This is an optimization exercise on Yosys and OpenROAD, whose aim is small area, not a production implementation.
In this exercise RTL edits were held to simulation tests only and were not proved equivalent to the original.
Power figures rest on the tool's default switching activity, not on a simulated workload.

==> 08-10: inputs <==
Design nes_vga_scaler, start of the top module:
module nes_vga_scaler #(
    parameter int H_ACTIVE = DEF_H_ACTIVE,
    parameter int H_FP     = DEF_H_FP,
    parameter int H_SYNC   = DEF_H_SYNC,
    parameter int H_BP     = DEF_H_BP,
    parameter int V_ACTIVE = DEF_V_ACTIVE,
    parameter int V_FP     = DEF_V_FP,
    parameter int V_SYNC   = DEF_V_SYNC,
    parameter int V_BP     = DEF_V_BP,
    parameter int SRC_W    = DEF_SRC_W,
    parameter int SRC_H    = DEF_SRC_H,
    parameter int SCALE    = 2,
    parameter int H_OFFSET = 64,
    parameter logic [5:0] BORDER_COLOR = 6'h0F
) (
    input  logic        PCK,
    input  logic        RST,
    output logic [15:0] vram_addr,
    output logic        vram_rd,
    input  logic [5:0]  vram_data,
    output logic [3:0]  vga_r,
    output logic [3:0]  vga_g,
    output logic [3:0]  vga_b,
    output logic        vga_hs,
    output logic        vga_vs,
    output logic        frame_start
);
    logic [9:0] hc, vc;
    logic       seen;   
    always_ff @(posedge PCK or posedge RST) begin
        if (RST) begin
            hc   <= 10'd799;
            vc   <= 10'd524;
            seen <= 1'b0;
        end else begin
            hc   <= hc == 10'd799 ? 10'd0 : hc + 10'd1;
            if (hc == 10'd799) vc <= vc == 10'd524 ? 10'd0 : vc + 10'd1;
            seen <= seen | vc[1];
        end
    end
    logic fetch_line, wr;
    assign fetch_line = (!vc[0] && vc <= 10'd476) || vc == 10'd524;
  ...
==> module nes_vga_line_buffer, before the edit <==
module nes_vga_line_buffer #(
    parameter int DEPTH    = 256,
    parameter int GRP      = 16,
    parameter int XFER_TAP = 93
) (
    input  logic                 clk,
    input  logic                 wr_en,
    input  logic [5:0]           wr_data,
    input  logic                 shift,
    input  logic                 xfer,
    output logic [GRP-1:0][5:0]  head       
);
    logic [DEPTH-1:0][5:0] f, d;
    always_ff @(posedge clk) begin
        f <= {f[DEPTH-2:0], wr_en ? wr_data : f[DEPTH-1]};
        for (int g = 0; g < DEPTH / GRP; g++) begin
            for (int j = 1; j < GRP; j++) d[g*GRP+j] <= d[g*GRP+j-1];
            if (!shift) d[g*GRP] <= d[g*GRP+GRP-1];
            else if (g != 0) d[g*GRP] <= d[g*GRP-1];
            else d[0] <= xfer ? f[XFER_TAP] : d[DEPTH-1];
        end
    end
    assign head = d[GRP-1:0];
endmodule
==> module nes_vga_scaler, before the edit <==
module nes_vga_scaler #(
    parameter int H_ACTIVE = DEF_H_ACTIVE,
    parameter int H_FP     = DEF_H_FP,
    parameter int H_SYNC   = DEF_H_SYNC,
    parameter int H_BP     = DEF_H_BP,
    parameter int V_ACTIVE = DEF_V_ACTIVE,
    parameter int V_FP     = DEF_V_FP,
    parameter int V_SYNC   = DEF_V_SYNC,
    parameter int V_BP     = DEF_V_BP,
    parameter int SRC_W    = DEF_SRC_W,
    parameter int SRC_H    = DEF_SRC_H,
    parameter int SCALE    = 2,
    parameter int H_OFFSET = 64,
    parameter logic [5:0] BORDER_COLOR = 6'h0F
) (
    input  logic        PCK,
    input  logic        RST,
    output logic [15:0] vram_addr,
    output logic        vram_rd,
    input  logic [5:0]  vram_data,
    output logic [3:0]  vga_r,
    output logic [3:0]  vga_g,
    output logic [3:0]  vga_b,
    output logic        vga_hs,
    output logic        vga_vs,
    output logic        frame_start
);
    logic [9:0] hc, vc;
    logic       seen;   
    always_ff @(posedge PCK or posedge RST) begin
        if (RST) begin
            hc   <= 10'd799;
            vc   <= 10'd524;
            seen <= 1'b0;
        end else begin
            hc   <= hc == 10'd799 ? 10'd0 : hc + 10'd1;
            if (hc == 10'd799) vc <= vc == 10'd524 ? 10'd0 : vc + 10'd1;
            seen <= seen | vc[1];
        end
    end
    logic fetch_line, wr;
    assign fetch_line = (!vc[0] && vc <= 10'd476) || vc == 10'd524;
    assign vram_rd    = fetch_line && hc[9:8] == 2'b00;
    assign vram_addr  = {vc[9] ? 8'd0 : vc[8:1] + 8'd1, hc[7:0]};
    assign wr         = fetch_line && hc >= 10'd1 && hc <= 10'd256;
    logic xfer;
    assign xfer = (vc[0] && vc <= 10'd477 && hc >= 10'd575)
               || (!vc[0] && vc >= 10'd2 && vc <= 10'd478 && hc <= 10'd30)
               || (vc == 10'd524 && hc >= 10'd607)
               || (vc == 10'd0 && hc <= 10'd62);
    logic [4:0] hn;
    logic       dsp;
    assign hn  = hc[4:0] + 5'd1;
    assign dsp = vc < 10'd480 && hc >= 10'd48 && hc < 10'd575 && !hn[4];
    logic [15:0][5:0] head;
    nes_vga_line_buffer u_buf (.clk(PCK), .wr_en(wr), .wr_data(vram_data),
                               .shift(xfer || dsp), .xfer(xfer), .head(head));
    logic [5:0] d;
    logic       act, win, valid;
    logic [11:0] rgb;
    assign d     = head[hn[4:1]];
    assign act   = hc < 10'd640 && vc < 10'd480;
    assign win   = hc >= 10'd64 && hc < 10'd576;
    assign valid = seen || vc[8:1] != 8'd0;
    assign rgb   = (act && win && valid) ? nes_vga_pkg::pal(d) : 12'h000;
    always_ff @(posedge PCK or posedge RST) begin
        if (RST) begin
            {vga_r, vga_g, vga_b} <= 12'h000;
            vga_hs      <= 1'b1;
            vga_vs      <= 1'b1;
            frame_start <= 1'b0;
        end else begin
            {vga_r, vga_g, vga_b} <= rgb;
            vga_hs      <= !(hc >= 10'd656 && hc < 10'd752);
            vga_vs      <= !(vc == 10'd490 || vc == 10'd491);
            frame_start <= hc == 10'd0 && vc == 10'd0;
        end
    end
endmodule
export LEC_CHECK = 0
export CAP_MARGIN = 20
export CORE_MARGIN = 2
export CORE_UTILIZATION = 65
export CTS_BUF_LIST = sky130_fd_sc_hd__clkbuf_8
export CTS_CLUSTER_DIAMETER = 50
export CTS_CLUSTER_SIZE = 20
export SLEW_MARGIN = 20
create_clock -name core_clock -period 10.0 [get_ports {PCK}]
run.sh (not shown) runs the stock make flow with config.mk's settings and CLKGATE_MAP_FILE= SYNTH_SCRIPT=/design/flow/synth_recipe.tcl, a recipe that flattens the netlist after the stock synthesis.
==> 05-08: changes against 08-10 <==
--- a/flow/design.v
+++ b/flow/design.v
@@ -81,28 +81,25 @@
     endfunction
 endpackage
 module nes_vga_line_buffer #(
-    parameter int DEPTH    = 256,
-    parameter int GRP      = 16,
-    parameter int XFER_TAP = 93
+    parameter int DEPTH = 256,
+    parameter int GRP   = 16
 ) (
     input  logic                 clk,
+    input  logic                 shift,
     input  logic                 wr_en,
     input  logic [5:0]           wr_data,
-    input  logic                 shift,
-    input  logic                 xfer,
     output logic [GRP-1:0][5:0]  head       
 );
-    logic [DEPTH-1:0][5:0] f, d;
+    logic [DEPTH-1:0][5:0] m;
     always_ff @(posedge clk) begin
-        f <= {f[DEPTH-2:0], wr_en ? wr_data : f[DEPTH-1]};
         for (int g = 0; g < DEPTH / GRP; g++) begin
-            for (int j = 1; j < GRP; j++) d[g*GRP+j] <= d[g*GRP+j-1];
-            if (!shift) d[g*GRP] <= d[g*GRP+GRP-1];
-            else if (g != 0) d[g*GRP] <= d[g*GRP-1];
-            else d[0] <= xfer ? f[XFER_TAP] : d[DEPTH-1];
+            for (int j = 1; j < GRP; j++) m[g*GRP+j] <= m[g*GRP+j-1];
+            if (!shift) m[g*GRP] <= m[g*GRP+GRP-1];
+            else if (g != 0) m[g*GRP] <= m[g*GRP-1];
+            else m[0] <= wr_en ? wr_data : m[DEPTH-1];
         end
     end
-    assign head = d[GRP-1:0];
+    assign head = m[GRP-1:0];
 endmodule
 import nes_vga_pkg::*;
 module nes_vga_scaler #(
@@ -145,27 +142,31 @@
             seen <= seen | vc[1];
         end
     end
-    logic fetch_line, wr;
+    logic fetch_line, fbank, wr_win, wr0, wr1;
     assign fetch_line = (!vc[0] && vc <= 10'd476) || vc == 10'd524;
+    assign fbank      = !vc[9] && !vc[1];
     assign vram_rd    = fetch_line && hc[9:8] == 2'b00;
     assign vram_addr  = {vc[9] ? 8'd0 : vc[8:1] + 8'd1, hc[7:0]};
-    assign wr         = fetch_line && hc >= 10'd1 && hc <= 10'd256;
-    logic xfer;
-    assign xfer = (vc[0] && vc <= 10'd477 && hc >= 10'd575)
-               || (!vc[0] && vc >= 10'd2 && vc <= 10'd478 && hc <= 10'd30)
-               || (vc == 10'd524 && hc >= 10'd607)
-               || (vc == 10'd0 && hc <= 10'd62);
+    assign wr_win     = fetch_line && hc >= 10'd1 && hc <= 10'd256;
+    assign wr0        = wr_win && !fbank;
+    assign wr1        = wr_win && fbank;
+    logic [4:0] hm;
+    logic sh_slot, dsp0, dsp1;
+    assign hm      = hc[4:0] - 5'd1;
+    assign sh_slot = hc >= 10'd49 && hc <= 10'd544 && hm[4];
+    assign dsp0    = vc < 10'd480 && !vc[1] && sh_slot;
+    assign dsp1    = vc < 10'd480 &&  vc[1] && sh_slot;
+    logic [15:0][5:0] head0, head1;
+    nes_vga_line_buffer u_b0 (.clk(PCK), .shift(wr0 || dsp0), .wr_en(wr0), .wr_data(vram_data), .head(head0));
+    nes_vga_line_buffer u_b1 (.clk(PCK), .shift(wr1 || dsp1), .wr_en(wr1), .wr_data(vram_data), .head(head1));
     logic [4:0] hn;
-    logic       dsp;
-    assign hn  = hc[4:0] + 5'd1;
-    assign dsp = vc < 10'd480 && hc >= 10'd48 && hc < 10'd575 && !hn[4];
-    logic [15:0][5:0] head;
-    nes_vga_line_buffer u_buf (.clk(PCK), .wr_en(wr), .wr_data(vram_data),
-                               .shift(xfer || dsp), .xfer(xfer), .head(head));
+    logic [3:0] tap;
     logic [5:0] d;
     logic       act, win, valid;
     logic [11:0] rgb;
-    assign d     = head[hn[4:1]];
+    assign hn    = hc[4:0] + 5'd1;
+    assign tap   = hn[4:1] + 4'd14;
+    assign d     = vc[1] ? head1[tap] : head0[tap];
     assign act   = hc < 10'd640 && vc < 10'd480;
     assign win   = hc >= 10'd64 && hc < 10'd576;
     assign valid = seen || vc[8:1] != 8'd0;
--- a/flow/config.mk
+++ b/flow/config.mk
@@ -7,8 +7,5 @@
 export LEC_CHECK = 0
 export CAP_MARGIN = 20
 export CORE_MARGIN = 2
-export CORE_UTILIZATION = 65
-export CTS_BUF_LIST = sky130_fd_sc_hd__clkbuf_8
-export CTS_CLUSTER_DIAMETER = 50
-export CTS_CLUSTER_SIZE = 20
+export CORE_UTILIZATION = 40
 export SLEW_MARGIN = 20
==> comparison table <==
item                                                                 05-08           08-10
Outcome                                                     finished clean  finished clean
GP Congestion                                                       0.7760          0.8377
Global-route wire length before repair                           140300 um       128900 um
Finished Layout Cells                                                 6642            5238
Layout filler cell count                                             14427            6342
Net switching share of the total power                              18.55%          19.16%
Violation count after the first detailed-routing iteration            1194            1050
Multiplexer area fraction after synthesis                           5.158%          2.919%
Cell total after placement                                            6170            5005
Crit path largest cell delay                                       0.97 ns         0.68 ns
H-tree depth                                                             5               4
Number of distinct library cells after synthesis                        72              70
Initial antenna violation count                                          4               2
Max-Slew Margin vs Limit                                            34.13%          38.26%
Slew of the pin with the lowest slew margin                      0.9851 ns       0.9261 ns

==> port drivers added, routing unchanged <==
Ports are ideal in the flow. The routed layouts listed here were re-timed in OpenROAD. Step 1 assumes that a clkbuf_16 drives the clock port and a buf_2 every other input. Step 2 times the ports against the registers' clock, not the clock port: input delays grow and output delays shrink by t, the midpoint of the rising clock arrivals with the driver on. Slacks: no drivers / after step 1 / after step 2; pairs: no drivers / after step 1.
run	t, ns	setup WS [ns]	hold WS [ns]	worst setup path after step 2	worst register clock-pin slew, ns
08-10	0.897	4.385 / 4.325 / 5.222	0.314 / 0.314 / 0.314	register to output	0.11 / 0.11
05-08	0.926	4.320 / 4.320 / 4.320	0.288 / 0.288 / 0.288	register to register	0.07 / 0.07
After both steps every run listed still meets setup and hold.
